Source: an optimization exercise on an open RTL-to-GDS flow (aim: a short achievable clock period). Production flows keep margins and buffers that such runs may drop.
RTL that was checked went through simulation tests only; none was proved equivalent to the original.
No functional check of the RTL was part of runs 3 to 6.
The clock port is modelled as an ideal driver; clocking choices that lean on that would not hold on a real chip.
Power and IR drop assume default switching activity.

File: flow/design.v
module branch_predictor #(
  parameter int ENTRIES = 16,
  parameter int INDEX_W = 4
) (
  input  logic        clk_i,
  input  logic        rst_i,
  input  logic [31:0] fetch_pc_i,
  output logic [31:0] next_pc_o,
  output logic        pred_taken_o,
  output logic [31:0] pred_target_o,
  input  logic        mem_stall_i,
  input  logic        upd_valid_i,
  input  logic [31:0] upd_pc_i,
  input  logic        upd_taken_i,
  input  logic [31:0] upd_target_i,
  input  logic        upd_pred_taken_i,
  input  logic [31:0] upd_pred_target_i,
  output logic        mispredict_o,
  output logic [31:0] redirect_pc_o,
  output logic [31:0] branch_cnt_o,
  output logic [31:0] mispred_cnt_o
);
  localparam int TAG_W = 30 - INDEX_W;
  typedef enum logic [1:0] {
    CTR_SN = 2'b00,
    CTR_WN = 2'b01,
    CTR_WT = 2'b10,
    CTR_ST = 2'b11
  } ctr_e;
  logic [ENTRIES-1:0]       valid_q;
  logic [ENTRIES-1:0][1:0]  ctr_q;
  logic [TAG_W-1:0]         tag_q    [ENTRIES];
  logic [31:0]              target_q [ENTRIES];
  logic [31:0] branch_cnt_q;
  logic [31:0] mispred_cnt_q;
  logic [INDEX_W-1:0] fetch_idx;
  logic [TAG_W-1:0]   fetch_tag;
  logic [ENTRIES-1:0] fetch_nh;    
  logic [ENTRIES-1:0] fetch_nt;    
  logic [31:0]        fetch_tgt;
  assign fetch_idx = fetch_pc_i[INDEX_W+1:2];
  assign fetch_tag = fetch_pc_i[31:INDEX_W+2];
  logic [ENTRIES-1:0] fetch_dec;
  logic [31:0]        fetch_tgt_n;
  logic [ENTRIES-1:0] valid_taken;    
  always_comb begin
    for (int i = 0; i < ENTRIES; i++) begin
      fetch_dec[i]   = (fetch_idx == i[INDEX_W-1:0]);
      valid_taken[i] = valid_q[i] && ctr_q[i][1];
    end
  end
  logic [INDEX_W-1:0] fetch_idx_n;
  logic [3:0]         idx_lo, idx_hi;
  for (genvar b = 0; b < INDEX_W; b++) begin : g_idx_n
    bp_inv u_inv (.a(fetch_idx[b]), .y(fetch_idx_n[b]));
  end
  for (genvar m = 0; m < 4; m++) begin : g_pre
    bp_nor2 u_lo (.a(m % 2 ? fetch_idx_n[0] : fetch_idx[0]),
                  .b(m / 2 ? fetch_idx_n[1] : fetch_idx[1]), .y(idx_lo[m]));
    bp_nor2 u_hi (.a(m % 2 ? fetch_idx_n[2] : fetch_idx[2]),
                  .b(m / 2 ? fetch_idx_n[3] : fetch_idx[3]), .y(idx_hi[m]));
  end
  for (genvar k = 0; k < 32; k++) begin : g_tgt
    logic [7:0] u;
    logic [1:0] w;
    for (genvar p = 0; p < 8; p++) begin : g_u
      bp_a22oi u_u (.a1(fetch_dec[2*p]), .a2(target_q[2*p][k]),
                    .b1(fetch_dec[2*p+1]), .b2(target_q[2*p+1][k]), .y(u[p]));
    end
    bp_nand4 u_w0 (.a(u[0]), .b(u[1]), .c(u[2]), .d(u[3]), .y(w[0]));
    bp_nand4 u_w1 (.a(u[4]), .b(u[5]), .c(u[6]), .d(u[7]), .y(w[1]));
    bp_nor2  u_t  (.a(w[0]), .b(w[1]), .y(fetch_tgt_n[k]));
  end
  assign fetch_tgt = ~fetch_tgt_n;
  logic [TAG_W-1:0] fetch_tag_n [4];
  for (genvar c = 0; c < 4; c++) begin : g_tag_n
    for (genvar b = 0; b < TAG_W; b++) begin : g_b
      bp_inv u_inv (.a(fetch_tag[b]), .y(fetch_tag_n[c][b]));
    end
  end
  for (genvar i = 0; i < ENTRIES; i++) begin : g_cmp
    logic [TAG_W-1:0] x;
    logic [5:0]       a;
    logic [2:0]       e;
    logic             eh, et;
    for (genvar b = 0; b < TAG_W; b++) begin : g_x
      bp_xor2 u_x (.a(fetch_tag_n[i/4][b]), .b(tag_q[i][b]), .y(x[b]));
    end
    for (genvar j = 0; j < 6; j++) begin : g_a
      bp_nand4 u_a (.a(x[4*j]), .b(x[4*j+1]), .c(x[4*j+2]), .d(x[4*j+3]), .y(a[j]));
    end
    for (genvar j = 0; j < 3; j++) begin : g_e
      bp_nor2 u_e (.a(a[2*j]), .b(a[2*j+1]), .y(e[j]));
    end
    logic g, sh_n, st_n;
    bp_nand2 u_g  (.a(x[24]), .b(x[25]), .y(g));
    bp_nand3 u_sh (.a(idx_lo[i%4]), .b(idx_hi[i/4]), .c(valid_q[i]), .y(sh_n));
    bp_nand3 u_st (.a(idx_lo[i%4]), .b(idx_hi[i/4]), .c(valid_taken[i]), .y(st_n));
    bp_nor2  u_eh (.a(g), .b(sh_n), .y(eh));
    bp_nor2  u_et (.a(g), .b(st_n), .y(et));
    bp_nand4 u_nh (.a(e[0]), .b(e[1]), .c(e[2]), .d(eh), .y(fetch_nh[i]));
    bp_nand4 u_nt (.a(e[0]), .b(e[1]), .c(e[2]), .d(et), .y(fetch_nt[i]));
  end
  logic [3:0] hq, tq;
  logic [7:0] hit_c, take_c;
  logic [1:0] tr0;
  for (genvar j = 0; j < 4; j++) begin : g_q
    bp_nand4 u_hq (.a(fetch_nh[4*j]), .b(fetch_nh[4*j+1]), .c(fetch_nh[4*j+2]), .d(fetch_nh[4*j+3]), .y(hq[j]));
    bp_nand4 u_tq (.a(fetch_nt[4*j]), .b(fetch_nt[4*j+1]), .c(fetch_nt[4*j+2]), .d(fetch_nt[4*j+3]), .y(tq[j]));
  end
  for (genvar c = 0; c < 4; c++) begin : g_r
    logic [1:0] hr, tr;
    for (genvar j = 0; j < 2; j++) begin : g_j
      bp_nor2 u_hr (.a(hq[2*j]), .b(hq[2*j+1]), .y(hr[j]));
      bp_nor2 u_tr (.a(tq[2*j]), .b(tq[2*j+1]), .y(tr[j]));
    end
    for (genvar d = 0; d < 2; d++) begin : g_c
      bp_nand2 u_hit  (.a(hr[0]), .b(hr[1]), .y(hit_c[2*c+d]));
      bp_nand2 u_take (.a(tr[0]), .b(tr[1]), .y(take_c[2*c+d]));
    end
  end
  for (genvar j = 0; j < 2; j++) begin : g_tr0
    bp_nor2 u_tr (.a(tq[2*j]), .b(tq[2*j+1]), .y(tr0[j]));
  end
  bp_nand2 u_taken (.a(tr0[0]), .b(tr0[1]), .y(pred_taken_o));
  logic [31:0] fetch_seq_n;
  bp_inc_n #(.W(30)) u_fetch_inc (.a_i(fetch_pc_i[31:2]), .yn_o(fetch_seq_n[31:2]));
  assign fetch_seq_n[1:0] = ~fetch_pc_i[1:0];
  for (genvar k = 0; k < 32; k++) begin : g_o
    logic tn;
    bp_nand2 u_tn   (.a(take_c[k/4]), .b(fetch_tgt[k]), .y(tn));
    bp_o21ai u_next (.a1(take_c[k/4]), .a2(fetch_seq_n[k]), .b1(tn), .y(next_pc_o[k]));
    bp_and2  u_ptgt (.a(hit_c[k/4]), .b(fetch_tgt[k]), .y(pred_target_o[k]));
  end
  assign mispredict_o  = upd_valid_i &&
                         ((upd_taken_i != upd_pred_taken_i) ||
                          (upd_taken_i && (upd_target_i != upd_pred_target_i)));
  logic [31:0] upd_seq_n;
  logic [31:0] upd_target_n;
  bp_inc_n #(.W(30)) u_upd_inc (.a_i(upd_pc_i[31:2]), .yn_o(upd_seq_n[31:2]));
  assign upd_seq_n[1:0] = ~upd_pc_i[1:0];
  assign upd_target_n   = ~upd_target_i;
  for (genvar k = 0; k < 32; k++) begin : g_redirect
    bp_mux2i u_mux (.s(upd_taken_i), .a1(upd_target_n[k]), .a0(upd_seq_n[k]), .y(redirect_pc_o[k]));
  end
  logic [INDEX_W-1:0] upd_idx;
  logic [TAG_W-1:0]   upd_tag;
  logic               upd_hit;
  logic               upd_en;
  assign upd_idx = upd_pc_i[INDEX_W+1:2];
  assign upd_tag = upd_pc_i[31:INDEX_W+2];
  assign upd_hit = valid_q[upd_idx] && (tag_q[upd_idx] == upd_tag);
  assign upd_en  = upd_valid_i && !mem_stall_i;
  logic unused_pc_bits;
  assign unused_pc_bits = ^{fetch_pc_i[1:0], upd_pc_i[1:0]};
  always_ff @(posedge clk_i or posedge rst_i) begin
    if (rst_i) begin
      valid_q       <= '0;
      ctr_q         <= {ENTRIES{CTR_WN}};
      branch_cnt_q  <= '0;
      mispred_cnt_q <= '0;
    end else if (upd_en) begin
      branch_cnt_q <= branch_cnt_q + 32'd1;
      if (mispredict_o) begin
        mispred_cnt_q <= mispred_cnt_q + 32'd1;
      end
      if (upd_hit) begin
        if (upd_taken_i) begin
          if (ctr_q[upd_idx] != CTR_ST) ctr_q[upd_idx] <= ctr_q[upd_idx] + 2'd1;
        end else begin
          if (ctr_q[upd_idx] != CTR_SN) ctr_q[upd_idx] <= ctr_q[upd_idx] - 2'd1;
        end
      end else if (upd_taken_i) begin
        valid_q[upd_idx] <= 1'b1;
        ctr_q[upd_idx]   <= CTR_WT;
      end
    end
  end
  always_ff @(posedge clk_i) begin
    if (!rst_i && upd_en && upd_taken_i) begin
      target_q[upd_idx] <= upd_target_i;
      if (!upd_hit) begin
        tag_q[upd_idx] <= upd_tag;
      end
    end
  end
  assign branch_cnt_o  = branch_cnt_q;
  assign mispred_cnt_o = mispred_cnt_q;
endmodule
module bp_inc_n #(
  parameter int W = 30
) (
  input  logic [W-1:0] a_i,
  output logic [W-1:0] yn_o
);
  logic [W-1:0] cn;
  bp_carry_n #(.W(W)) u_carry (.a_i(a_i), .cn_o(cn));
  assign yn_o[0] = a_i[0];
  for (genvar k = 1; k < W; k++) begin : g_x
    bp_xor2 u_x (.a(a_i[k]), .b(cn[k]), .y(yn_o[k]));
  end
endmodule
module bp_carry_n #(
  parameter int W = 30
) (
  input  logic [W-1:0] a_i,
  output logic [W-1:0] cn_o
);
  always_comb begin
    logic [W-1:0] p;
    p = a_i;
    for (int d = 1; d < W; d = 2 * d) begin
      for (int k = W - 1; k >= d; k--) p[k] = p[k] & p[k-d];
    end
    cn_o[0] = 1'b0;
    for (int k = 1; k < W; k++) cn_o[k] = !p[k-1];
  end
endmodule
module bp_xnor2 (input logic a, input logic b, output logic y);
  assign y = !(a ^ b);
endmodule
module bp_inv (input logic a, output logic y);
  assign y = !a;
endmodule
module bp_xor2 (input logic a, input logic b, output logic y);
  assign y = a ^ b;
endmodule
module bp_nand2 (input logic a, input logic b, output logic y);
  assign y = !(a && b);
endmodule
module bp_nand3 (input logic a, input logic b, input logic c, output logic y);
  assign y = !(a && b && c);
endmodule
module bp_nand4 (input logic a, input logic b, input logic c, input logic d, output logic y);
  assign y = !(a && b && c && d);
endmodule
module bp_and3 (input logic a, input logic b, input logic c, output logic y);
  assign y = a && b && c;
endmodule
module bp_nor2 (input logic a, input logic b, output logic y);
  assign y = !(a || b);
endmodule
module bp_nor3 (input logic a, input logic b, input logic c, output logic y);
  assign y = !(a || b || c);
endmodule
module bp_and2 (input logic a, input logic b, output logic y);
  assign y = a && b;
endmodule
module bp_a22oi (input logic a1, input logic a2, input logic b1, input logic b2, output logic y);
  assign y = !(a1 && a2 || b1 && b2);
endmodule
module bp_o21ai (input logic a1, input logic a2, input logic b1, output logic y);
  assign y = !((a1 || a2) && b1);
endmodule
module bp_mux2i (input logic s, input logic a1, input logic a0, output logic y);
  assign y = !(s ? a1 : a0);
endmodule
File: flow/flow/run.sh
#!/bin/bash
# Standard layout, with the delay cells (clkdlybuf4s*, dlygate*, dlymetal*,
# dlybuf*) kept out of port buffering and timing repair. Synthesis is the
# standard one, run unchanged first; the later steps source flow/dont_use.tcl
# through ORFS's PRE_<step>_TCL hooks. Each tool's output goes to a log here.
set -euo pipefail
H="$PWD/flow/dont_use.tcl"
bash standard.sh synth > synth.log 2>&1
bash standard.sh \
  PRE_FLOORPLAN_TCL="$H" PRE_GLOBAL_PLACE_TCL="$H" PRE_RESIZE_TCL="$H" \
  PRE_DETAIL_PLACE_TCL="$H" PRE_CTS_TCL="$H" PRE_GLOBAL_ROUTE_TCL="$H" \
  PRE_DETAIL_ROUTE_TCL="$H" PRE_FILLCELL_TCL="$H" \
  finish > layout.log 2>&1
File: flow/flow/dont_use.tcl
# Keep delay cells out of port buffering and timing repair.
set_dont_use [get_lib_cells {sky130_fd_sc_hd__clkdlybuf4s* sky130_fd_sc_hd__dlygate* sky130_fd_sc_hd__dlymetal* sky130_fd_sc_hd__dlybuf*}]
File: flow/standard.sh
#!/bin/bash
# synth_recipe.tcl (not shown) runs the flow's synth.tcl, then flattens the netlist and writes it again
# the make line also repeats each setting of config.mk as NAME=value (left out here)
make -C /OpenROAD-flow-scripts/flow DESIGN_CONFIG=/design/flow/config.mk WORK_HOME=/design/flow/orfs CLKGATE_MAP_FILE= SYNTH_SCRIPT=/design/flow/synth_recipe.tcl "${@:-finish}"
File: flow/config.mk
export PLATFORM = sky130hd
export DESIGN_NAME = branch_predictor
export DESIGN_NICKNAME = branch_predictor
export VERILOG_FILES = /design/flow/design.v
export SDC_FILE = /design/flow/constraint.sdc
export NUM_CORES = 4
export LEC_CHECK = 0
export ABC_CLOCK_PERIOD_IN_PS = 4000
export CAP_MARGIN = 20
export CORE_MARGIN = 2
export CORE_UTILIZATION = 40
export SETUP_SLACK_MARGIN = 2.5
export SLEW_MARGIN = 20
export SYNTH_HIERARCHICAL = 1
File: flow/constraint.sdc
create_clock -name core_clock -period 7.0 [get_ports {clk_i}]
set_input_delay 1.4000 -clock core_clock [delete_from_list [all_inputs] [get_ports {clk_i}]]
set_output_delay 1.4000 -clock core_clock [all_outputs]
set_load 0.01 [all_outputs]
==> qor.csv, run 1 <==
metric;value;unit
grt-ovfl-total;0;
setup_violations;0;
fin_util;50.9;%
num_rows;129;
hold_depth;1;
syn_to_final_growth;26.4;%
drtPass1Iterations;6;
detailed_place_hpwl;122;mm
required;5.60;ns
min_period_over_period;68.0;%
cts_tree;yes;
hold_class;flip-flop to flip-flop;
wl_met3;15.3;mm
skew;0.0481;ns
met2_length;85.1;mm
core_area;124000;sq um
drt-total-wl;179;mm
ir_worst_vdd;0.196;mV
gp_congestion;0.978;
ff2ff_path_depth;8;
grt_pass1_vias;33600;
viasPerCell;5.82;
fmax;210;MHz
clk_latency;0.75;ns
synth.avg_cell_area;14.3;sq um
finalSetupTns;0;ns
cp_max_fo;7;
p_leak;22.1;nW
slew_headroom;32.0;%
clk_pin_slew;0.06;ns
top_layer;met5;
slowest_stage;nor2_2;
arrival;3.36;ns
grt_first_pass_wirelength;248;mm
place_area;54400;sq um
grt_start_max_net_pins;81;
die_x;357;microns
worst_slew_pin_slew;1.02;ns
grt_antenna_before_repair;9;
status;timing/DRC/antenna clean;
end_kind;output port;
power.density;231;nW/um^2
fp.dieArea;127000;sq um
whs;0.475;ns
antenna_left;0;
wl_per_cell;30.2;microns
slew_viol_final;0;
drc;0;
cts_buffers;112;
drtIter0Drc;4058;
hold_viol_final;0;
io_pins;296;
finalInstanceArea;63000;sq um
port_buffers;295;
wl_met1;70.9;mm
clock_sinks;1040;
globalRouteTotalUtil;27.4;%
syn-num-nets;3617;
crit_top_cell;nand4_1;
rsz0062_at_grt;yes;
syn_inst;3474;
crit_path_max_incr_delay;0.26;ns
nFillCells;10500;
period_minus_slack;4.76;ns
vias;34600;
worst-setup-path-type;input port to output port;
die_y;357;microns
ys_warn_count;9;
path_cells;buf_4 > inv_6 > xor2_2 > nand4_1 > nor2_2 > nand4_1 > nand4_1 > buf_6 > nor2_4 > nand2_4 > nand2_2 > o21ai_4 > buf_6;
layout.nets;4350;
drv_cap;0;
start_util;40.3;%
p_total;14.6;mW
drive_above_1_share;33.7;%
syn-cell-area;49800;sq um
startpoint_type;input port;
## cell usage in the layout (no fill, tap or decap), drive strengths merged, types with 13 or more instances in the layout
cell	n
edfxtp	928
buf	658
xor2	534
a22oi	275
nand4	245
inv	207
nor2	204
clkbuf	158
nand2	150
mux2i	144
dfrtp	96
nand3	87
xnor2	71
mux4	67
and2	54
clkinv	49
o21ai	46
nor3	41
and3	30
mux2	29
a22o	19
a221oi	17
nor4	17
dfstp	16
a31o	15
bufinv	14
clkinvlp	13
## repair_timing
| item | in CTS | in global routing |
|---|---|---|
| endpoints found under the setup margin | 570 | 257 |
| hold buffers | 0 | 0 |
| pin swaps | 242 | 68 |
| gates cloned | 10 | 4 |
| setup buffers | 137 | 33 |
| hold endpoints to repair | 0 | 0 |
| resized for setup | 901 | 119 |
## metrics by stage
stage | cells | setup WS [ns]
floorplan | 3474 | 2.21
global placement | 5539 | 0.568
detailed placement | 5545 | 0.637
CTS | 5901 | 2.31
global route | 5939 | 2.20
finish | 5942 | 2.24
## state kept, by name, indices dropped and copies added, names as in the netlist
register and count:
target_q 512, tag_q 416, branch_cnt_q 32, ctr_q 32, mispred_cnt_q 32, valid_q 16
## final timing paths
kind	from	to	slack (ns)
worst max-delay path	fetch_pc_i[21]	next_pc_o[19]	2.24
worst min-delay path	mispred_cnt_q[31]	mispred_cnt_q[31]	0.48
worst max register to register	tag_q[7][6]	tag_q[6][12]	3.08
worst min register to register	mispred_cnt_q[31]	mispred_cnt_q[31]	0.48
max in group asynchronous	rst_i	mispred_cnt_q[21]	4.77
min in group asynchronous	rst_i	branch_cnt_q[23]	1.01
## critical path: cells and delay by family
family	cells	cell delay [ns]
XOR/XNOR	1	0.16
AO/OA/AOI/OAI	1	0.11
buffers and inverters	4	0.62
AND/OR/NAND/NOR	7	1.05
## final cells by class
cell class / count / area (sq um) / share of cell area [%]
Antenna cell: 3 / 7.51 / 0.0119
Clock buffer: 133 / 2930 / 4.66
Clock inverter: 76 / 871 / 1.38
Inverter: 207 / 892 / 1.42
Multi-Input combinational cell: 2160 / 20100 / 31.9
Sequential cell: 1040 / 30700 / 48.7
Tap cell: 1637 / 2050 / 3.25
Timing Repair Buffer: 686 / 5430 / 8.62
## per-layer routing
metal / GRT usage, % / vias to the layer above
li1: - / 14700
met1: 37.1 / 17700
met2: 44.3 / 1769
met3: 3.96 / 368
met4: 11.8 / 4
met5: 0 / -
## power by group
group	switching [mW]	internal (mW)	leakage, nW
sequential	0.0946	6.86	9.77
combinational	0.939	0.560	10.5
clock	2.60	3.53	1.83
==> inputs of run 2 (changes only) <==
--- a/flow/flow/run.sh
+++ b/flow/flow/run.sh
@@ -1,5 +1,6 @@
 #!/bin/bash
 # Standard layout, with the delay cells (clkdlybuf4s*, dlygate*, dlymetal*,
-# dlybuf*) kept out of port buffering and timing repair. Synthesis is the
+# dlybuf*), buf_1, bufbuf_* and clkinvlp_* kept out of port buffering and
+# timing repair. Synthesis is the
 # standard one, run unchanged first; the later steps source flow/dont_use.tcl
 # through ORFS's PRE_<step>_TCL hooks. Each tool's output goes to a log here.
==> flow/flow/dont_use.tcl (replaced) <==
# Keep delay cells, the weakest buffers and low-power clock inverters out of
# port buffering and timing repair.
set_dont_use [get_lib_cells {sky130_fd_sc_hd__clkdlybuf4s* sky130_fd_sc_hd__dlygate* sky130_fd_sc_hd__dlymetal* sky130_fd_sc_hd__dlybuf* sky130_fd_sc_hd__buf_1 sky130_fd_sc_hd__clkinvlp_* sky130_fd_sc_hd__bufbuf_*}]
==> run 2 against run 1 <==
- synthesized area unchanged
- sequential power hardly changed
- still clean on timing, DRC and antenna
- routed wire length decreased by 1.6%
- final cell count fell by 1.3%
- final area grew 0.14%
==> qor.csv, run 2 <==
metric;value;unit;change
status;timing/DRC/antenna clean;;
syn-cell-area;49800;sq um;unchanged
slowest_stage;nor2_4;;
grt_first_pass_wirelength;245;mm;-1.3%
finalInstanceArea;63100;sq um;+0.14%
regMostFlops;target_q;;
grt_pass1_vias;33400;;-0.73%
largest_reg_flops;512;;unchanged
p_leak;22.7;nW;+2.8%
drc;0;;unchanged
swShare;25.0;%;+0.056 points
clk_pin_slew;0.06;ns;about the same
start_util;40.3;%;unchanged
viasPerCell;5.82;;about the same
multi_input_area;20400;sq um;+1.4%
vias;34100;;-1.4%
drive_above_1_share;38.7;%;+5.1 points
hold_viol_final;0;;unchanged
clk_latency;0.73;ns;-0.02 ns
rsz0062_at_grt;yes;;
cp_max_fo;8;;+1
cp.depth;14;;+1
slew_viol_final;0;;unchanged
wl_met1;70.0;mm;-1.3%
crit_path_max_incr_delay;0.30;ns;+0.04 ns
path_cells;buf_16 > inv_8 > xor2_1 > nand4_1 > nor2_4 > nand4_1 > nand4_1 > buf_6 > buf_8 > nor2_4 > nand2_8 > nand2_2 > o21ai_2 > buf_2;;
fin_util;51.0;%;+0.073 points
p_total;14.5;mW;-0.87%
p_int;10.8;mW;-0.95%
startpoint_type;input port;;
antenna_left;0;;unchanged
setup_violations;0;;unchanged
wl_per_cell;30.1;microns;-0.31%
mostFrequentLayoutCell;edfxtp_1;;
clock_sinks;1040;;unchanged
slew_headroom;29.7;%;-2.3 points
crit_path_end;next_pc_o[10];;
period_minus_slack;4.78;ns;+0.0215 ns
gp_congestion;0.963;;-1.5%
drt-total-wl;176;mm;-1.6%
post-place-ws;0.668;ns;+0.0316 ns
die_y;357;microns;unchanged
syn-num-nets;3617;;unchanged
setup_ws;2.22;ns;-0.0215 ns
ys_warn_count;9;;unchanged
layout_common_cells;edfxtp_1, xor2_1, buf_2;;
wl_met3;14.7;mm;-4.0%
reg2reg_to;ctr_q[5];;
detailed_place_hpwl;119;mm;-3.0%
finalSetupTns;0;ns;unchanged
cts_buffers;113;;+0.89%
r2r_slack;3.17;ns;+0.09 ns
globalRouteTotalUtil;27.1;%;-0.36 points
die_x;357;microns;unchanged
nFillCells;10400;;-0.49%
end_kind;output port;;
fp.dieArea;127000;sq um;unchanged
ff2ff_path_depth;9;;+1
worst_slew_pin_slew;1.05;ns;+0.0267 ns
arrival;3.38;ns;+0.02 ns
core_area;124000;sq um;unchanged
p_switching;3.61;mW;-0.65%
pwr-share-comb;10.3;%;about the same
grt-ovfl-total;0;;unchanged
grt_antenna_before_repair;8;;-1
top_layer;met5;;
crit_top_cell;nand4_1;;
power_frac_seq;48.2;%;+0.5 points
met2_length;84.3;mm;-0.86%
port_buffers;295;;unchanged
drtIter0Drc;3998;;-1.5%
power.density;229;nW/um^2;-1.0%
required;5.60;ns;about the same
drtPass1Iterations;6;;unchanged
critPathBufInv;5;;+1
synth.avg_cell_area;14.3;sq um;unchanged
largestRegisters;target_q (512), tag_q (416);;
cts_tree;yes;;
syn_inst;3474;;unchanged
p_clk_share;41.5;%;-0.5 points
cts_hold_buf;0;;unchanged
regArea;30700;sq um;unchanged
place_area;54400;sq um;about the same
skew;0.0494;ns;+0.00131 ns
syn_to_final_growth;26.6;%;
io_pins;296;;unchanged
num_rows;129;;unchanged
grt_start_max_net_pins;73;;-9.9%
ir_worst_vdd;0.251;mV;+28%
crit_family;simple AND/OR/NAND/NOR gates;;
critPathLaunch;fetch_pc_i[20];;
r2r_start;tag_q[7][5];;
layout.nets;4267;;-1.9%
min_period_over_period;68.3;%;+0.31 points
hold_class;flip-flop to flip-flop;;
fmax;209;MHz;-0.45%
drv_cap;0;;unchanged
worst-setup-path-type;input port to output port;;
## run 2: layer usage
metal	vias up	track usage, %
li1	14600	-
met1	17600	35.8
met2	1639	44.4
met3	332	4.77
met4	2	10.7
met5	-	0
## run 2: worst reg2reg max path, delay by kind of cell, from the launching register on
family	cells	cell delay [ns]
flip-flops	1	0.44
multiplexers	2	1.05
XOR/XNOR	1	0.33
AND/OR/NAND/NOR	4	1.42
AO/OA/AOI/OAI	2	0.45
## run 2: timing repair
action | in CTS | in global routing
setup buffers | 141 | 31
cloned | 9 | 0
gates resized for setup | 712 | 224
pin swaps | 223 | 125
setup endpoints to repair | 562 | 553
## run 2: final cells by class
type	instances	share of cell area (%)
diodes	3	0.0119
clock buffers	145	4.82
clock inverters	68	1.06
inverters	207	1.57
multi-input cells	2161	32.3
flip-flops and latches	1040	48.7
well taps	1637	3.25
repair buffers	601	8.30
## run 2: how the worst min path moves through the flow
stage	from	cells after the start	end
after floorplan	valid_q[12]	1	valid_q[12]
after detailed placement	mispred_cnt_q[31]	1	mispred_cnt_q[31]
after CTS	mispred_cnt_q[31]	1	mispred_cnt_q[31]
after global placement	mispred_cnt_q[31]	1	mispred_cnt_q[31]
final	mispred_cnt_q[31]	1	mispred_cnt_q[31]
after global routing	mispred_cnt_q[31]	1	mispred_cnt_q[31]
## run 2: stage by stage
stage	std cells	hold slack, ns
2_1_floorplan	3474	0.458
4_1_cts	5828	0.465
3_3_place_gp	5465	0.452
5_1_grt	5861	0.479
3_5_place_dp	5465	0.455
6_report	5862	0.465
## run 2: power by group through the flow
| stage | registers (mW) | clock network (mW) | logic, mW |
|---|---|---|---|
| final | 6.96 | 6.00 | 1.48 |
| after CTS | 6.96 | 6.07 | 1.41 |
| after detailed placement | 7.09 | 0 | 1.25 |
| after global placement | 7.09 | 0 | 1.24 |
| after global routing | 6.97 | 6.33 | 1.56 |
| after floorplan | 7.07 | 0 | 0.683 |
==> inputs of run 3 (changes only) <==
--- a/flow/design.v
+++ b/flow/design.v
@@ -102,34 +102,33 @@
     bp_nand4 u_nt (.a(e[0]), .b(e[1]), .c(e[2]), .d(et), .y(fetch_nt[i]));
   end
-  logic [3:0] hq, tq;
-  logic [7:0] hit_c, take_c;
-  logic [1:0] tr0;
-  for (genvar j = 0; j < 4; j++) begin : g_q
-    bp_nand4 u_hq (.a(fetch_nh[4*j]), .b(fetch_nh[4*j+1]), .c(fetch_nh[4*j+2]), .d(fetch_nh[4*j+3]), .y(hq[j]));
-    bp_nand4 u_tq (.a(fetch_nt[4*j]), .b(fetch_nt[4*j+1]), .c(fetch_nt[4*j+2]), .d(fetch_nt[4*j+3]), .y(tq[j]));
-  end
-  for (genvar c = 0; c < 4; c++) begin : g_r
-    logic [1:0] hr, tr;
+  logic [3:0] hq [2];
+  logic [3:0] tq [2];
+  logic [1:0] hr [8];
+  logic [1:0] tr [8];
+  logic [1:0] tr_p;
+  for (genvar c = 0; c < 2; c++) begin : g_q
+    for (genvar j = 0; j < 4; j++) begin : g_j
+      bp_nand4 u_hq (.a(fetch_nh[4*j]), .b(fetch_nh[4*j+1]), .c(fetch_nh[4*j+2]), .d(fetch_nh[4*j+3]), .y(hq[c][j]));
+      bp_nand4 u_tq (.a(fetch_nt[4*j]), .b(fetch_nt[4*j+1]), .c(fetch_nt[4*j+2]), .d(fetch_nt[4*j+3]), .y(tq[c][j]));
+    end
+  end
+  for (genvar c = 0; c < 8; c++) begin : g_r
     for (genvar j = 0; j < 2; j++) begin : g_j
-      bp_nor2 u_hr (.a(hq[2*j]), .b(hq[2*j+1]), .y(hr[j]));
-      bp_nor2 u_tr (.a(tq[2*j]), .b(tq[2*j+1]), .y(tr[j]));
-    end
-    for (genvar d = 0; d < 2; d++) begin : g_c
-      bp_nand2 u_hit  (.a(hr[0]), .b(hr[1]), .y(hit_c[2*c+d]));
-      bp_nand2 u_take (.a(tr[0]), .b(tr[1]), .y(take_c[2*c+d]));
-    end
-  end
-  for (genvar j = 0; j < 2; j++) begin : g_tr0
-    bp_nor2 u_tr (.a(tq[2*j]), .b(tq[2*j+1]), .y(tr0[j]));
-  end
-  bp_nand2 u_taken (.a(tr0[0]), .b(tr0[1]), .y(pred_taken_o));
+      bp_nor2 u_hr (.a(hq[c/4][2*j]), .b(hq[c/4][2*j+1]), .y(hr[c][j]));
+      bp_nor2 u_tr (.a(tq[c/4][2*j]), .b(tq[c/4][2*j+1]), .y(tr[c][j]));
+    end
+  end
+  for (genvar j = 0; j < 2; j++) begin : g_tr_p
+    bp_nor2 u_tr (.a(tq[1][2*j]), .b(tq[1][2*j+1]), .y(tr_p[j]));
+  end
+  bp_nand2 u_taken (.a(tr_p[0]), .b(tr_p[1]), .y(pred_taken_o));
   logic [31:0] fetch_seq_n;
   bp_inc_n #(.W(30)) u_fetch_inc (.a_i(fetch_pc_i[31:2]), .yn_o(fetch_seq_n[31:2]));
   assign fetch_seq_n[1:0] = ~fetch_pc_i[1:0];
   for (genvar k = 0; k < 32; k++) begin : g_o
-    logic tn;
-    bp_nand2 u_tn   (.a(take_c[k/4]), .b(fetch_tgt[k]), .y(tn));
-    bp_o21ai u_next (.a1(take_c[k/4]), .a2(fetch_seq_n[k]), .b1(tn), .y(next_pc_o[k]));
-    bp_and2  u_ptgt (.a(hit_c[k/4]), .b(fetch_tgt[k]), .y(pred_target_o[k]));
+    logic v;
+    bp_a21oi u_v    (.a1(tr[k/4][0]), .a2(tr[k/4][1]), .b1(fetch_tgt[k]), .y(v));
+    bp_a31oi u_next (.a1(tr[k/4][0]), .a2(tr[k/4][1]), .a3(fetch_seq_n[k]), .b1(v), .y(next_pc_o[k]));
+    bp_a21oi u_ptgt (.a1(hr[k/4][0]), .a2(hr[k/4][1]), .b1(fetch_tgt_n[k]), .y(pred_target_o[k]));
   end
   assign mispredict_o  = upd_valid_i &&
@@ -250,4 +249,10 @@
   assign y = !(a1 && a2 || b1 && b2);
 endmodule
+module bp_a21oi (input logic a1, input logic a2, input logic b1, output logic y);
+  assign y = !(a1 && a2 || b1);
+endmodule
+module bp_a31oi (input logic a1, input logic a2, input logic a3, input logic b1, output logic y);
+  assign y = !(a1 && a2 && a3 || b1);
+endmodule
 module bp_o21ai (input logic a1, input logic a2, input logic b1, output logic y);
   assign y = !((a1 || a2) && b1);
--- a/flow/flow/run.sh
+++ b/flow/flow/run.sh
@@ -1,6 +1,5 @@
 #!/bin/bash
 # Standard layout, with the delay cells (clkdlybuf4s*, dlygate*, dlymetal*,
-# dlybuf*), buf_1, bufbuf_* and clkinvlp_* kept out of port buffering and
-# timing repair. Synthesis is the
+# dlybuf*) kept out of port buffering and timing repair. Synthesis is the
 # standard one, run unchanged first; the later steps source flow/dont_use.tcl
 # through ORFS's PRE_<step>_TCL hooks. Each tool's output goes to a log here.
==> flow/flow/dont_use.tcl (replaced) <==
# Keep delay cells out of port buffering and timing repair.
set_dont_use [get_lib_cells {sky130_fd_sc_hd__clkdlybuf4s* sky130_fd_sc_hd__dlygate* sky130_fd_sc_hd__dlymetal* sky130_fd_sc_hd__dlybuf*}]
==> run 3 against run 2 <==
- still clean on timing, DRC and antenna
- fmax fell by 4.9%
- non-clock buffer count rose by 197
- utilization rose by 1.4 points
- critical path depth fell by 5
- critical path type unchanged
==> qor.csv, run 3 <==
metric;value;unit;change
ff2ff_path_depth;14;;+5
arrival;3.63;ns;+0.25 ns
antenna_left;0;;unchanged
drv_cap;0;;unchanged
cts_hold_buf;0;;unchanged
syn_to_final_growth;29.8;%;
grt_start_max_net_pins;79;;+8.2%
ys_warn_count;13;;+4
whs;0.466;ns;+0.000752 ns
drive_above_1_share;36.3;%;-2.4 points
grt-ovfl-total;0;;unchanged
hold_viol_final;0;;unchanged
finalSetupTns;0;ns;unchanged
ir_worst_vdd;0.203;mV;-19%
io_pins;296;;unchanged
wl_per_cell;31.6;microns;+4.9%
drt-total-wl;190;mm;+7.5%
gp_congestion;0.969;;+0.62%
fin_util;52.4;%;+1.4 points
cts_buffers;108;;-4.4%
grt_first_pass_wirelength;254;mm;+3.7%
viasPerCell;5.95;;+2.3%
fp.dieArea;128000;sq um;+0.29%
drc;0;;unchanged
port_buffers;295;;unchanged
syn-cell-area;50000;sq um;+0.30%
drtIter0Drc;4725;;+18%
power.density;223;nW/um^2;-2.9%
r2r_start;tag_q[14][14];;
cp_max_fo;5;;-3
nFillCells;10300;;-1.4%
drtPass1Iterations;6;;unchanged
required;5.60;ns;about the same
largestRegisters;target_q (512), tag_q (416);;
mostFrequentLayoutCell;edfxtp_1;;
largest_reg_flops;512;;unchanged
globalRouteTotalUtil;28.1;%;+1.1 points
min_period_over_period;71.9;%;+3.5 points
synth.avg_cell_area;14.6;sq um;+1.8%
finalInstanceArea;64900;sq um;+2.8%
setup_violations;0;;unchanged
period_minus_slack;5.03;ns;+0.248 ns
layout_common_cells;edfxtp_1, xor2_1, buf_1;;
fmax;199;MHz;-4.9%
vias;35700;;+4.8%
worst-setup-path-type;input port to output port;;
slew_headroom;24.8;%;-4.8 points
syn_inst;3423;;-1.5%
p_leak;22.3;nW;-1.7%
die_x;357;microns;+0.15%
syn-num-nets;3566;;-1.4%
clk_latency;0.73;ns;about the same
grt_antenna_before_repair;9;;+1
skew;0.0551;ns;+0.00569 ns
clk_pin_slew;0.05;ns;about the same
num_rows;129;;unchanged
r2r_slack;3.06;ns;-0.11 ns
place_area;54600;sq um;+0.28%
startpoint_type;input port;;
layout.nets;4413;;+3.4%
crit_path_end;next_pc_o[31];;
start_util;40.4;%;+0.068 points
slew_viol_final;0;;unchanged
detailed_place_hpwl;129;mm;+8.2%
die_y;357;microns;+0.15%
regMostFlops;target_q;;
grt_pass1_vias;33500;;+0.52%
clock_sinks;1040;;unchanged
reg2reg_to;tag_q[7][4];;
critPathLaunch;fetch_pc_i[25];;
end_kind;output port;;
cts_tree;yes;;
hold_class;flip-flop to flip-flop;;
worst_slew_pin_slew;1.13;ns;+0.0806 ns
rsz0062_at_grt;yes;;
status;timing/DRC/antenna clean;;
core_area;124000;sq um;+0.13%
-- run 3: changes by cell type in the layout (fill, tap and decap cells not counted), sizes merged, moves of 20 or more --
cell	delta
mux2i	-34
and2	-37
a31oi	+35
o21ai	-38
mux4	+26
nand2	-52
mux2	-20
buf	+168
a21oi	+63
-- run 3: cell type report --
cell class,count,area (sq um),area share [%]
Multi-Input combinational cell,2114,21200,32.6
Inverter,208,898,1.39
Clock buffer,129,2810,4.33
Clock inverter,77,826,1.27
Tap cell,1637,2050,3.16
Antenna cell,2,5.00,0.00772
Timing Repair Buffer,798,6410,9.89
Sequential cell,1040,30700,47.3
-- run 3: worst min path at each step --
stage,start,end,slack [ns],cells past startpoint
finish,mispred_cnt_q[31],mispred_cnt_q[31],0.47,1
global route,mispred_cnt_q[31],mispred_cnt_q[31],0.49,1
CTS,mispred_cnt_q[31],mispred_cnt_q[31],0.47,1
floorplan,ctr_q[4],ctr_q[4],0.46,1
global placement,mispred_cnt_q[31],mispred_cnt_q[31],0.45,1
detailed placement,mispred_cnt_q[31],mispred_cnt_q[31],0.46,1
-- run 3: metal layers --
metal	vias up	global-route usage, %	wire, microns
li1	14900	-	-
met1	18200	38.6	74300
met4	16	10.6	8760
met2	2211	43.3	85100
met5	-	0	107
met3	456	6.81	21400
-- run 3: critical path, stage by stage --
cell and delay [ns]:
buf_4 0.17, buf_1 0.36, nand3_1 0.32, nor4_4 0.31, buf_6 0.18, nand3_1 0.11
xor2_1 0.39, a31oi_4 0.20, buf_6 0.17
-- run 3: power breakdown --
group          switching [mW]  internal [mW]
Sequential              0.109           6.85
Clock                    2.56           3.37
Combinational           0.983          0.564
-- run 3: timing repair --
action	CTS	global route
buffers inserted	150	128
pin swaps	164	198
gates cloned	9	21
setup endpoints to repair	602	330
gates resized for setup	738	418
-- run 3: metrics by stage --
stage                     worst slack [ns]  total power, mW  cells
after floorplan                       2.08             7.74   3423
after global placement               0.744             8.34   5487
after detailed placement             0.701             8.35   5488
after CTS                             2.08             14.4   5853
after global routing                  1.98             14.8   6004
final                                 1.97             14.4   6005
==> inputs of run 4 (changes only) <==
--- a/flow/design.v
+++ b/flow/design.v
@@ -132,22 +132,47 @@
     bp_a21oi u_ptgt (.a1(hr[k/4][0]), .a2(hr[k/4][1]), .b1(fetch_tgt_n[k]), .y(pred_target_o[k]));
   end
-  assign mispredict_o  = upd_valid_i &&
-                         ((upd_taken_i != upd_pred_taken_i) ||
-                          (upd_taken_i && (upd_target_i != upd_pred_target_i)));
-  logic [31:0] upd_seq_n;
-  logic [31:0] upd_target_n;
-  bp_inc_n #(.W(30)) u_upd_inc (.a_i(upd_pc_i[31:2]), .yn_o(upd_seq_n[31:2]));
-  assign upd_seq_n[1:0] = ~upd_pc_i[1:0];
-  assign upd_target_n   = ~upd_target_i;
-  for (genvar k = 0; k < 32; k++) begin : g_redirect
-    bp_mux2i u_mux (.s(upd_taken_i), .a1(upd_target_n[k]), .a0(upd_seq_n[k]), .y(redirect_pc_o[k]));
+  logic [31:0] tm;
+  logic [7:0]  tg4;
+  logic [3:0]  th8;
+  logic [1:0]  tq16;
+  logic        t_same, mp_a_n, mp_b_n;
+  for (genvar b = 0; b < 32; b++) begin : g_tm
+    bp_xnor2 u_m (.a(upd_target_i[b]), .b(upd_pred_target_i[b]), .y(tm[b]));
+  end
+  for (genvar g = 0; g < 8; g++) begin : g_tg4
+    bp_nand4 u_g (.a(tm[4*g]), .b(tm[4*g+1]), .c(tm[4*g+2]), .d(tm[4*g+3]), .y(tg4[g]));
+  end
+  for (genvar p = 0; p < 4; p++) begin : g_th8
+    bp_nor2 u_h (.a(tg4[2*p]), .b(tg4[2*p+1]), .y(th8[p]));
+  end
+  for (genvar r = 0; r < 2; r++) begin : g_tq16
+    bp_nand2 u_q (.a(th8[2*r]), .b(th8[2*r+1]), .y(tq16[r]));
+  end
+  bp_nor2 u_same (.a(tq16[0]), .b(tq16[1]), .y(t_same));
+  assign mp_a_n = !(upd_valid_i && (upd_taken_i != upd_pred_taken_i));
+  assign mp_b_n = !(upd_valid_i && upd_taken_i);
+  bp_o21ai u_mispredict (.a1(mp_b_n), .a2(t_same), .b1(mp_a_n), .y(mispredict_o));
+  logic [29:0] upd_cn;
+  bp_carry_n #(.W(30)) u_upd_carry (.a_i(upd_pc_i[31:2]), .cn_o(upd_cn));
+  assign redirect_pc_o[2:0] = upd_taken_i ? upd_target_i[2:0] : {~upd_pc_i[2], upd_pc_i[1:0]};
+  for (genvar k = 3; k < 32; k++) begin : g_redirect
+    logic r_c0_n, r_c1_n;
+    assign r_c0_n = upd_taken_i ? !upd_target_i[k] : !upd_pc_i[k];
+    assign r_c1_n = upd_taken_i ? !upd_target_i[k] : upd_pc_i[k];
+    bp_mux2i u_mux (.s(upd_cn[k-2]), .a1(r_c0_n), .a0(r_c1_n), .y(redirect_pc_o[k]));
   end
   logic [INDEX_W-1:0] upd_idx;
   logic [TAG_W-1:0]   upd_tag;
-  logic               upd_hit;
+  logic [ENTRIES-1:0] upd_dec;
+  logic [ENTRIES-1:0] upd_hit;     
   logic               upd_en;
   assign upd_idx = upd_pc_i[INDEX_W+1:2];
   assign upd_tag = upd_pc_i[31:INDEX_W+2];
-  assign upd_hit = valid_q[upd_idx] && (tag_q[upd_idx] == upd_tag);
+  always_comb begin
+    for (int i = 0; i < ENTRIES; i++) begin
+      upd_dec[i] = (upd_idx == i[INDEX_W-1:0]);
+      upd_hit[i] = valid_q[i] && (tag_q[i] == upd_tag);
+    end
+  end
   assign upd_en  = upd_valid_i && !mem_stall_i;
   logic unused_pc_bits;
@@ -164,13 +189,17 @@
         mispred_cnt_q <= mispred_cnt_q + 32'd1;
       end
-      if (upd_hit) begin
-        if (upd_taken_i) begin
-          if (ctr_q[upd_idx] != CTR_ST) ctr_q[upd_idx] <= ctr_q[upd_idx] + 2'd1;
-        end else begin
-          if (ctr_q[upd_idx] != CTR_SN) ctr_q[upd_idx] <= ctr_q[upd_idx] - 2'd1;
+      for (int i = 0; i < ENTRIES; i++) begin
+        if (upd_dec[i]) begin
+          if (upd_hit[i]) begin
+            if (upd_taken_i) begin
+              if (ctr_q[i] != CTR_ST) ctr_q[i] <= ctr_q[i] + 2'd1;
+            end else begin
+              if (ctr_q[i] != CTR_SN) ctr_q[i] <= ctr_q[i] - 2'd1;
+            end
+          end else if (upd_taken_i) begin
+            valid_q[i] <= 1'b1;
+            ctr_q[i]   <= CTR_WT;
+          end
         end
-      end else if (upd_taken_i) begin
-        valid_q[upd_idx] <= 1'b1;
-        ctr_q[upd_idx]   <= CTR_WT;
       end
     end
@@ -178,7 +207,11 @@
   always_ff @(posedge clk_i) begin
     if (!rst_i && upd_en && upd_taken_i) begin
-      target_q[upd_idx] <= upd_target_i;
-      if (!upd_hit) begin
-        tag_q[upd_idx] <= upd_tag;
+      for (int i = 0; i < ENTRIES; i++) begin
+        if (upd_dec[i]) begin
+          target_q[i] <= upd_target_i;
+          if (!upd_hit[i]) begin
+            tag_q[i] <= upd_tag;
+          end
+        end
       end
     end
==> run 4 against run 3 <==
- still clean
- combinational power down 12%
- via count shrank 0.93%
- global-route usage decreased by 0.95 points
- critical path depth increased by 6
- final area decreased by 3.9%
- utilization down 2.9 points
- critical path type unchanged
- largest cell class unchanged
==> qor.csv, run 4 <==
metric;value;unit;change
status;timing/DRC/antenna clean;;
critPathLaunch;fetch_pc_i[18];;
p_leak;20.6;nW;-7.5%
finalSetupTns;0;ns;unchanged
num_rows;130;;+0.78%
die_y;361;microns;+0.89%
cts_buffers;111;;+2.8%
ir_worst_vdd;0.215;mV;+5.7%
start_util;40.4;%;+0.048 points
post-place-ws;0.757;ns;+0.0556 ns
dp.cells;5850;;+6.6%
die_x;361;microns;+0.89%
synth.avg_cell_area;13.5;sq um;-7.9%
r2r_slack;3.84;ns;+0.78 ns
clock_sinks;1040;;unchanged
detailed_place_hpwl;128;mm;-0.53%
skew;0.0577;ns;+0.00258 ns
end_kind;output port;;
syn_to_final_growth;22.5;%;
clk_pin_slew;0.06;ns;about the same
drtPass1Iterations;6;;unchanged
gp_congestion;0.921;;-4.9%
clk_latency;0.76;ns;+0.03 ns
layout.nets;4596;;+4.1%
min_period_over_period;71.4;%;-0.45 points
fp.dieArea;130000;sq um;+1.8%
startpoint_type;input port;;
r2r_start;tag_q[12][16];;
cp_max_fo;8;;+3
syn-num-nets;3919;;+9.9%
port_buffers;295;;unchanged
core_area;126000;sq um;+1.7%
grt_pass1_vias;34300;;+2.3%
globalRouteTotalUtil;27.2;%;-0.95 points
required;5.60;ns;about the same
slew_viol_final;0;;unchanged
setup_violations;0;;unchanged
arrival;3.60;ns;-0.03 ns
largestRegisters;target_q (512), tag_q (416);;
cts_tree;yes;;
hold_viol_final;0;;unchanged
rsz0062_at_grt;yes;;
ys_warn_count;17;;+4
largest_reg_flops;512;;unchanged
syn_inst;3783;;+11%
period_minus_slack;5.00;ns;-0.0313 ns
instances_no_fill;6210;;+3.4%
wl_per_cell;29.3;microns;-7.4%
drc;0;;unchanged
grt_start_max_net_pins;69;;-13%
drtIter0Drc;3859;;-18%
nFillCells;11000;;+7.1%
setup_ws;2.00;ns;+0.0313 ns
power.density;229;nW/um^2;+2.9%
drive_above_1_share;25.6;%;-11 points
drt-total-wl;182;mm;-4.2%
worst_slew_pin_slew;1.17;ns;+0.0385 ns
hold_class;flip-flop to flip-flop;;
regMostFlops;target_q;;
syn-cell-area;50900;sq um;+1.8%
antenna_left;0;;unchanged
fmax;200;MHz;+0.63%
viasPerCell;5.70;;-4.2%
drv_cap;0;;unchanged
grt_antenna_before_repair;6;;-3
mostFrequentLayoutCell;edfxtp_1;;
io_pins;296;;unchanged
slew_headroom;22.3;%;-2.6 points
worst-setup-path-type;input port to output port;;
layout_common_cells;edfxtp_1, xor2_1, xnor2_1;;
vias;35400;;-0.93%
grt-ovfl-total;0;;unchanged
grt_first_pass_wirelength;253;mm;-0.44%
hp-start;mispred_cnt_q[31];;
==> run 4: changes by cell type in the layout (fill, tap and decap cells not counted), moves of 30 or more <==
| cell | previous run | this run |
|---|---|---|
| nand4_1 | 245 | 350 |
| inv_2 | 37 | 7 |
| mux2i_1 | 79 | 44 |
| nor2_4 | 103 | 63 |
| buf_6 | 169 | 112 |
| clkbuf_2 | 8 | 41 |
| xnor2_1 | 63 | 429 |
| a21oi_1 | 4 | 70 |
| nor2_1 | 84 | 158 |
| mux4_2 | 93 | 0 |
==> run 4: per-layer routing <==
metal	vias to the layer above	GRT usage (%)	wire length, microns
met5	-	0	42
met4	6	10.4	7550
met3	352	6.14	17600
met2	1715	43.4	83700
met1	17800	36.0	72700
li1	15500	-	-
==> run 4: area by class of cell <==
| cell class | count | area (sq um) | share of cell area, % |
|---|---|---|---|
| Sequential cell | 1040 | 30700 | 49.2 |
| Multi-Input combinational cell | 2490 | 20700 | 33.2 |
| Timing Repair Buffer | 652 | 4440 | 7.12 |
| Clock buffer | 141 | 2970 | 4.77 |
| Tap cell | 1650 | 2060 | 3.31 |
| Inverter | 165 | 756 | 1.21 |
| Clock inverter | 68 | 711 | 1.14 |
| Antenna cell | 4 | 10.0 | 0.0161 |
==> run 4: worst paths after layout <==
kind                            cells past startpoint                end
worst max-delay path                               15      next_pc_o[23]
worst min-delay path                                1  mispred_cnt_q[31]
worst max register to register                      6      tag_q[12][16]
worst min register to register                      1  mispred_cnt_q[31]
max in group asynchronous                           3    branch_cnt_q[2]
min in group asynchronous                           2        valid_q[12]
==> run 4: power by group <==
part | total (mW) | leakage, nW | internal, mW | switching [mW]
clock network | 5.96 | 1.79 | 3.39 | 2.57
registers | 6.95 | 9.76 | 6.85 | 0.100
logic | 1.37 | 9.09 | 0.453 | 0.916
total | 14.3 | 20.6 | 10.7 | 3.59
==> run 4: through the flow <==
stage	instance area (sq um)	power [mW]	hold slack (ns)	utilization (%)
after CTS	61300	14.3	0.470	48.7
after detailed placement	55400	8.30	0.461	44.0
after global routing	62300	14.7	0.484	49.5
final	62300	14.3	0.469	49.5
after floorplan	51300	7.72	0.471	-
after global placement	55400	8.29	0.455	44.0
==> run 4: worst max-delay path, stage by stage <==
cell and delay, ns:
buf_8 0.07, buf_12 0.15, clkinvlp_4 0.15, buf_1 0.13, xor2_1 0.16, nand4_1 0.17, nor2_2 0.24, nand4_1 0.15
nand4_1 0.15, buf_6 0.19, nor2_4 0.05, buf_12 0.15, a21oi_4 0.17, a31oi_4 0.06, buf_6 0.15
==> run 4: timing repair <==
item                       4_1_cts  5_1_grt
pin swaps                      102       64
hold buffers                     0        0
setup endpoints to repair      193       83
resized for setup              481      234
hold endpoints to repair         0        0
gates cloned                     1        0
buffers inserted               109       36
==> inputs of run 5 (changes only) <==
==> flow/flow/dont_use.tcl (replaced) <==
# Keep delay cells, the weakest buffers and low-power clock inverters out of
# port buffering and timing repair.
set_dont_use [get_lib_cells {sky130_fd_sc_hd__clkdlybuf4s* sky130_fd_sc_hd__dlygate* sky130_fd_sc_hd__dlymetal* sky130_fd_sc_hd__dlybuf* sky130_fd_sc_hd__buf_1 sky130_fd_sc_hd__clkinvlp_* sky130_fd_sc_hd__bufbuf_*}]
==> run 5 against run 4 <==
- still clean on timing, DRC and antenna
- hold slack got worse by 0.0077 ns
- clock-buffer cell count fell by 2
- register-to-register slack improved by 0.37 ns
- utilization rose by 2.1 points
- critical path depth fell by 5
- first-iteration DRC count fell by 0.96%
- largest cell class unchanged
- largest power group unchanged
==> qor.csv, run 5 <==
metric;value;unit;change
end_kind;output port;;
required;5.60;ns;about the same
drtPass1Iterations;7;;+1
cp.depth;10;;-5
status;timing/DRC/antenna clean;;
layout_common_cells;edfxtp_1, xor2_1, xnor2_1;;
setup_violations;0;;unchanged
grt_antenna_before_repair;13;;+7
drv_cap;0;;unchanged
r2r_slack;4.21;ns;+0.37 ns
clock_sinks;1040;;unchanged
clk_pin_slew;0.06;ns;about the same
startpoint_type;input port;;
power.density;228;nW/um^2;-0.27%
ir_worst_vdd;0.239;mV;+11%
slew_headroom;15.3;%;-7.0 points
start_util;40.4;%;unchanged
slew_viol_final;0;;unchanged
die_y;361;microns;unchanged
grt-ovfl-total;0;;unchanged
port_buffers;295;;unchanged
cts_hold_buf;0;;unchanged
num_rows;130;;unchanged
regMostFlops;target_q;;
rsz0062_at_grt;yes;;
skew;0.0552;ns;-0.00247 ns
finalSetupTns;0;ns;unchanged
drive_above_1_share;35.3;%;+9.6 points
largestRegisters;target_q (512), tag_q (416);;
worst-setup-path-type;input port to output port;;
hold_viol_final;0;;unchanged
worst_slew_pin_slew;1.26;ns;+0.0914 ns
syn-cell-area;50900;sq um;unchanged
hold_depth;1;;unchanged
fin_util;51.6;%;+2.1 points
path_cells;buf_16 > buf_12 > nand4_4 > buf_6 > nor4_4 > buf_6 > nand3_1 > xor2_2 > a31oi_2 > buf_2;;
min_period_over_period;69.4;%;-2.1 points
drtIter0Drc;3822;;-0.96%
detailed_place_hpwl;126;mm;-1.1%
drc;0;;unchanged
fmax;206;MHz;+3.0%
syn_inst;3783;;unchanged
crit_top_cell;buf_6;;
die_x;361;microns;unchanged
io_pins;296;;unchanged
slowest_stage;xor2_2;;
viasPerCell;5.75;;+0.90%
p_leak;22.5;nW;+8.8%
period_minus_slack;4.86;ns;-0.144 ns
wl_per_cell;28.8;microns;-1.4%
antenna_left;0;;unchanged
ys_warn_count;17;;unchanged
drt-total-wl;181;mm;-0.46%
syn_to_final_growth;27.7;%;
finalInstanceArea;65000;sq um;+4.3%
cp_max_fo;8;;unchanged
syn-num-nets;3919;;unchanged
core_area;126000;sq um;unchanged
globalRouteTotalUtil;27.2;%;+0.034 points
r2r_start;tag_q[4][13];;
ff2ff_path_depth;7;;+1
nFillCells;10600;;-3.8%
hp-start;mispred_cnt_q[31];;
vias;36100;;+1.9%
mostFrequentLayoutCell;edfxtp_1;;
critPathLaunch;fetch_pc_i[2];;
cts_tree;yes;;
fp.dieArea;130000;sq um;unchanged
critPathBufInv;5;;-2
cts_buffers;113;;+1.8%
grt_first_pass_wirelength;255;mm;+0.59%
place_area;55600;sq um;+0.30%
largest_reg_flops;512;;unchanged
clk_latency;0.76;ns;about the same
synth.avg_cell_area;13.5;sq um;unchanged
crit_family;buffers and inverters;;
layout.nets;4655;;+1.3%
gp_congestion;0.979;;+6.3%
hold_class;flip-flop to flip-flop;;
arrival;3.46;ns;-0.14 ns
grt_pass1_vias;34800;;+1.4%
crit_path_max_incr_delay;0.57;ns;+0.33 ns
grt_start_max_net_pins;90;;+30%
run 5: final timing paths:
kind / to
worst max-delay path: next_pc_o[13]
worst min-delay path: mispred_cnt_q[31]
worst max register to register: tag_q[4][20]
worst min register to register: mispred_cnt_q[31]
max in group asynchronous: branch_cnt_q[9]
min in group asynchronous: valid_q[3]
run 5: routing by layer:
layer,wire length (microns),up-vias,global-route usage [%]
li1,-,15600,-
met1,72500,18400,35.9
met2,84000,1721,43.2
met3,17300,349,6.59
met4,7090,4,10.8
met5,21,-,0
run 5: report_power, final:
| group | leakage (nW) | total, mW | internal (mW) | switching (mW) |
|---|---|---|---|---|
| Combinational | 10.7 | 1.50 | 0.549 | 0.948 |
| Sequential | 9.76 | 6.95 | 6.84 | 0.106 |
| Clock | 1.96 | 6.40 | 3.76 | 2.64 |
| Total | 22.5 | 14.9 | 11.2 | 3.70 |
run 5: final cells by class:
cell class	count	area, sq um	area share (%)
clock buffer	139	2990	4.59
multi-input combinational	2491	21200	32.6
clock inverter	75	1010	1.55
sequential	1040	30700	47.2
antenna	3	7.51	0.0115
inverter	165	980	1.51
timing repair buffer	708	6120	9.41
tap	1650	2060	3.18
run 5: repair_timing:
item | CTS | global route
setup endpoints to repair | 94 | 81
gates cloned | 6 | 0
resized for setup | 788 | 161
setup buffers | 209 | 46
pin swaps | 184 | 88
run 5: through the flow:
stage | cells | power, mW | hold WS (ns) | setup WS [ns]
after floorplan | 3783 | 7.72 | 0.471 | 2.08
final | 6271 | 14.9 | 0.461 | 2.14
after CTS | 6220 | 14.9 | 0.466 | 2.27
after global routing | 6271 | 15.3 | 0.496 | 2.13
after detailed placement | 5791 | 8.31 | 0.454 | 0.770
after global placement | 5788 | 8.30 | 0.456 | 0.837
==> inputs of run 6 (changes only) <==
--- a/flow/design.v
+++ b/flow/design.v
@@ -154,5 +154,5 @@
   bp_o21ai u_mispredict (.a1(mp_b_n), .a2(t_same), .b1(mp_a_n), .y(mispredict_o));
   logic [29:0] upd_cn;
-  bp_carry_n #(.W(30)) u_upd_carry (.a_i(upd_pc_i[31:2]), .cn_o(upd_cn));
+  bp_carry_gl u_upd_carry (.a_i(upd_pc_i[31:2]), .cn_o(upd_cn));
   assign redirect_pc_o[2:0] = upd_taken_i ? upd_target_i[2:0] : {~upd_pc_i[2], upd_pc_i[1:0]};
   for (genvar k = 3; k < 32; k++) begin : g_redirect
@@ -227,5 +227,5 @@
 );
   logic [W-1:0] cn;
-  bp_carry_n #(.W(W)) u_carry (.a_i(a_i), .cn_o(cn));
+  bp_carry_gl u_carry (.a_i(a_i), .cn_o(cn));
   assign yn_o[0] = a_i[0];
   for (genvar k = 1; k < W; k++) begin : g_x
@@ -233,19 +233,56 @@
   end
 endmodule
-module bp_carry_n #(
-  parameter int W = 30
-) (
-  input  logic [W-1:0] a_i,
-  output logic [W-1:0] cn_o
+module bp_carry_gl (
+  input  logic [29:0] a_i,
+  output logic [29:0] cn_o
 );
-  always_comb begin
-    logic [W-1:0] p;
-    p = a_i;
-    for (int d = 1; d < W; d = 2 * d) begin
-      for (int k = W - 1; k >= d; k--) p[k] = p[k] & p[k-d];
+  logic [6:0] b4;       
+  logic [4:1] p;        
+  logic       p4b;      
+  logic [7:5] q;        
+  logic [6:5] q3;       
+  logic [6:5] n3;       
+  for (genvar m = 0; m < 7; m++) begin : g_b4
+    bp_nand4 u_b4 (.a(a_i[4*m]), .b(a_i[4*m+1]), .c(a_i[4*m+2]), .d(a_i[4*m+3]), .y(b4[m]));
+  end
+  bp_inv  u_p1  (.a(b4[0]), .y(p[1]));
+  bp_nor2 u_p2  (.a(b4[0]), .b(b4[1]), .y(p[2]));
+  bp_nor3 u_p3  (.a(b4[0]), .b(b4[1]), .c(b4[2]), .y(p[3]));
+  bp_nor4 u_p4  (.a(b4[0]), .b(b4[1]), .c(b4[2]), .d(b4[3]), .y(p[4]));
+  bp_nor4 u_p4b (.a(b4[0]), .b(b4[1]), .c(b4[2]), .d(b4[3]), .y(p4b));
+  bp_inv  u_q5  (.a(b4[4]), .y(q[5]));
+  bp_nor2 u_q6  (.a(b4[4]), .b(b4[5]), .y(q[6]));
+  bp_nor3 u_q7  (.a(b4[4]), .b(b4[5]), .c(b4[6]), .y(q[7]));
+  for (genvar m = 5; m < 7; m++) begin : g_n3
+    bp_nand3 u_n3 (.a(a_i[4*m]), .b(a_i[4*m+1]), .c(a_i[4*m+2]), .y(n3[m]));
+  end
+  bp_nor2 u_q35 (.a(b4[4]), .b(n3[5]), .y(q3[5]));
+  bp_nor3 u_q36 (.a(b4[4]), .b(b4[5]), .c(n3[6]), .y(q3[6]));
+  assign cn_o[0] = 1'b0;
+  bp_inv   u_c1 (.a(a_i[0]), .y(cn_o[1]));
+  bp_nand2 u_c2 (.a(a_i[0]), .b(a_i[1]), .y(cn_o[2]));
+  bp_nand3 u_c3 (.a(a_i[0]), .b(a_i[1]), .c(a_i[2]), .y(cn_o[3]));
+  for (genvar m = 1; m < 5; m++) begin : g_lo
+    logic pm;
+    assign pm = p[m];
+    bp_inv   u_c0 (.a(pm), .y(cn_o[4*m]));
+    bp_nand2 u_c1 (.a(pm), .b(a_i[4*m]), .y(cn_o[4*m+1]));
+    bp_nand3 u_c2 (.a(pm), .b(a_i[4*m]), .c(a_i[4*m+1]), .y(cn_o[4*m+2]));
+    bp_nand4 u_c3 (.a(pm), .b(a_i[4*m]), .c(a_i[4*m+1]), .d(a_i[4*m+2]), .y(cn_o[4*m+3]));
+  end
+  for (genvar m = 5; m < 7; m++) begin : g_hi
+    logic pm;
+    if (m == 5) begin : g_p
+      assign pm = p[4];
+    end else begin : g_pb
+      assign pm = p4b;
     end
-    cn_o[0] = 1'b0;
-    for (int k = 1; k < W; k++) cn_o[k] = !p[k-1];
+    bp_nand2 u_c0 (.a(pm), .b(q[m]), .y(cn_o[4*m]));
+    bp_nand3 u_c1 (.a(pm), .b(q[m]), .c(a_i[4*m]), .y(cn_o[4*m+1]));
+    bp_nand4 u_c2 (.a(pm), .b(q[m]), .c(a_i[4*m]), .d(a_i[4*m+1]), .y(cn_o[4*m+2]));
+    bp_nand2 u_c3 (.a(pm), .b(q3[m]), .y(cn_o[4*m+3]));
   end
+  bp_nand2 u_c28 (.a(p4b), .b(q[7]), .y(cn_o[28]));
+  bp_nand3 u_c29 (.a(p4b), .b(q[7]), .c(a_i[28]), .y(cn_o[29]));
 endmodule
 module bp_xnor2 (input logic a, input logic b, output logic y);
@@ -270,4 +307,7 @@
   assign y = a && b && c;
 endmodule
+module bp_nor4 (input logic a, input logic b, input logic c, input logic d, output logic y);
+  assign y = !(a || b || c || d);
+endmodule
 module bp_nor2 (input logic a, input logic b, output logic y);
   assign y = !(a || b);
==> run 6 against run 5 <==
- largest power group unchanged
- utilization is 1.6 points lower
- via count shrank 0.98%
- still clean on timing, DRC and antenna
- clock power is 3.3% lower
==> qor.csv, run 6 <==
metric;value;unit;change
die_y;360;microns;about the same
grt_start_max_net_pins;94;;+4.4%
regArea;30700;sq um;unchanged
end_kind;output port;;
grt_antenna_before_repair;9;;-4
min_period_over_period;68.3;%;-1.1 points
die_x;360;microns;about the same
drv_cap;0;;unchanged
port_buffers;295;;unchanged
ys_warn_count;16;;-1
finalSetupTns;0;ns;unchanged
critPathBufInv;5;;unchanged
crit_family;simple AND/OR/NAND/NOR gates;;
required;5.60;ns;about the same
hold_depth;1;;unchanged
cp_max_fo;8;;unchanged
vias;35700;;-0.98%
whs;0.467;ns;+0.00563 ns
gp_congestion;0.959;;-2.0%
syn_to_final_growth;24.0;%;
drc;0;;unchanged
fp.dieArea;130000;sq um;-0.19%
syn_inst;3781;;-0.053%
grt-ovfl-total;0;;unchanged
num_rows;130;;unchanged
crit_path_max_incr_delay;0.24;ns;-0.33 ns
grt_pass1_vias;34600;;-0.61%
syn-num-nets;3917;;-0.051%
layout_common_cells;edfxtp_1, xor2_1, xnor2_1;;
period_minus_slack;4.78;ns;-0.0781 ns
holdPathEnd;mispred_cnt_q[31];;
clock_sinks;1040;;unchanged
p_int;10.9;mW;-1.9%
largestRegisters;target_q (512), tag_q (416);;
power_frac_seq;47.7;%;+0.9 points
pwr-share-comb;9.8;%;-0.3 points
setup_violations;0;;unchanged
rsz0062_at_grt;yes;;
clk_latency;0.76;ns;about the same
status;timing/DRC/antenna clean;;
arrival;3.38;ns;-0.08 ns
dp.cells;5770;;-0.36%
ff2ff_path_depth;6;;-1
power.density;231;nW/um^2;+1.3%
wl_per_cell;29.4;microns;+2.0%
synth.avg_cell_area;13.4;sq um;-0.13%
hold_class;flip-flop to flip-flop;;
hold_viol_final;0;;unchanged
cts_tree;yes;;
clk_pin_slew;0.06;ns;about the same
multi_input_area;20900;sq um;-1.4%
drt-total-wl;181;mm;about the same
slew_headroom;25.9;%;+11 points
slowest_stage;nor2_2;;
r2r_start;tag_q[3][12];;
p_leak;21.5;nW;-4.2%
globalRouteTotalUtil;27.2;%;about the same
cts_buffers;112;;-0.88%
io_pins;296;;unchanged
worst_slew_pin_slew;1.11;ns;-0.149 ns
largest_reg_flops;512;;unchanged
reg2reg_to;tag_q[3][22];;
path_cells;buf_16 > inv_8 > xor2_1 > nand4_1 > nor2_2 > nand4_1 > nand4_1 > clkbuf_16 > nor2_4 > buf_12 > a21oi_4 > a31oi_2 > buf_2;;
instances_no_fill;6145;;-2.0%
swShare;24.9;%;about the same
start_util;40.3;%;-0.076 points
hp-start;mispred_cnt_q[31];;
ir_worst_vdd;0.205;mV;-14%
skew;0.0393;ns;-0.0159 ns
regMostFlops;target_q;;
p_clk_share;42.5;%;-0.6 points
viasPerCell;5.81;;+1.1%
worst-setup-path-type;input port to output port;;
fmax;209;MHz;+1.6%
syn-cell-area;50800;sq um;-0.19%
grt_first_pass_wirelength;255;mm;about the same
r2r_slack;4.03;ns;-0.18 ns
slew_viol_final;0;;unchanged
antenna_left;0;;unchanged
drtIter0Drc;4049;;+5.9%
p_switching;3.63;mW;-1.8%
drive_above_1_share;32.4;%;-2.9 points
crit_top_cell;nand4_1;;
layout.nets;4531;;-2.7%
core_area;126000;sq um;unchanged
nFillCells;10800;;+1.6%
mostFrequentLayoutCell;edfxtp_1;;
startpoint_type;input port;;
drtPass1Iterations;5;;-2
detailed_place_hpwl;128;mm;+1.1%
-- run 6: changes by cell type in the layout (fill, tap and decap cells not counted), sizes merged, moves of 8 or more --
| cell | previous run | this run |
|---|---|---|
| buf | 696 | 579 |
| nand4 | 352 | 362 |
| and3 | 27 | 19 |
| nand3 | 105 | 97 |
-- run 6: repair_timing --
item / CTS / global route
hold endpoints to repair: 0 / 0
pin swaps: 156 / 99
hold buffers: 0 / 0
gates resized for setup: 612 / 133
setup buffers: 137 / 24
setup endpoints to repair: 97 / 80
-- run 6: how the worst max path moves through the flow --
stage / from / endpoint / depth (start not counted)
floorplan: fetch_pc_i[4] / next_pc_o[0] / 7
global placement: fetch_pc_i[2] / next_pc_o[17] / 12
detailed placement: fetch_pc_i[2] / next_pc_o[16] / 12
CTS: fetch_pc_i[27] / next_pc_o[17] / 13
global route: fetch_pc_i[28] / next_pc_o[24] / 13
finish: fetch_pc_i[28] / next_pc_o[24] / 13
-- run 6: final cells by class --
cell class                      instances  area share [%]
Inverter                              167            1.40
Multi-Input combinational cell       2486            33.1
Antenna cell                            3          0.0119
Clock buffer                          146            4.76
Timing Repair Buffer                  588            7.40
Sequential cell                      1040            48.7
Tap cell                             1650            3.28
Clock inverter                         65            1.30
-- run 6: metrics by stage --
| step | utilization (%) | instance area (sq um) | worst slack, ns | total power [mW] |
|---|---|---|---|---|
| global route | 50.0 | 63000 | 2.18 | 15.0 |
| global placement | 43.9 | 55300 | 0.759 | 8.30 |
| finish | 50.0 | 63000 | 2.22 | 14.6 |
| detailed placement | 43.9 | 55300 | 0.707 | 8.31 |
| CTS | 49.4 | 62200 | 2.30 | 14.6 |
| floorplan | - | 51200 | 2.08 | 7.71 |
-- run 6: power groups by stage --
stage | clock network [mW] | logic (mW) | registers [mW]
finish | 6.19 | 1.44 | 6.95
global route | 6.51 | 1.51 | 6.96
CTS | 6.27 | 1.39 | 6.95
floorplan | 0 | 0.656 | 7.06
detailed placement | 0 | 1.24 | 7.07
global placement | 0 | 1.23 | 7.07
-- run 6: metal layers --
| metal | track usage, % | routed length [microns] |
|---|---|---|
| met1 | 36.0 | 71500 |
| met2 | 43.9 | 85000 |
| met3 | 6.19 | 17000 |
| met4 | 9.62 | 7100 |
| met5 | 0 | 45 |
-- run 6: worst reg2reg max path, cell delays in order (launching register included) --
cell      delay, ns
edfxtp_1       0.47
xor2_1         0.18
nor4_1         0.73
nand2_1        0.26
nor3_1         0.56
nor3_4         0.23
buf_2          0.28

static timing again, ports no longer ideal:
No port has a modelled driver above. Below, the same layouts with a new extraction and two added sets of constraints. Step 1, drivers: a clkbuf_16 drives clk_i and a buf_2 each remaining input, both assumed. Step 2 moves the port delays by t, midway between the first and last clock arrival at a register: inputs arrive t later, outputs are due t later. That takes back most of the time a late clock gives input paths. a / b / c = no drivers / after step 1 / after step 2; a / b = the first two.
run	t (ns)	slack for setup (ns)	worst setup path after step 2	latest minus earliest clock arrival (ns)
run 1	0.803	2.238 / 2.064 / 1.368	input to register	0.048 / 0.048
run 2	0.786	2.217 / 2.028 / 1.499	input to register	0.051 / 0.051
run 3	0.782	1.968 / 1.900 / 1.356	input to register	0.066 / 0.067
run 4	0.806	2.000 / 1.945 / 1.747	input to register	0.060 / 0.059
run 5	0.807	2.144 / 2.054 / 2.028	input to register	0.058 / 0.058
run 6	0.813	2.222 / 2.161 / 1.964	input to register	0.045 / 0.044
After both steps setup and hold are still met in every run listed. The setup slack of run 1, which loses most, moves by -0.174 ns with the drivers and by -0.870 ns with both steps.
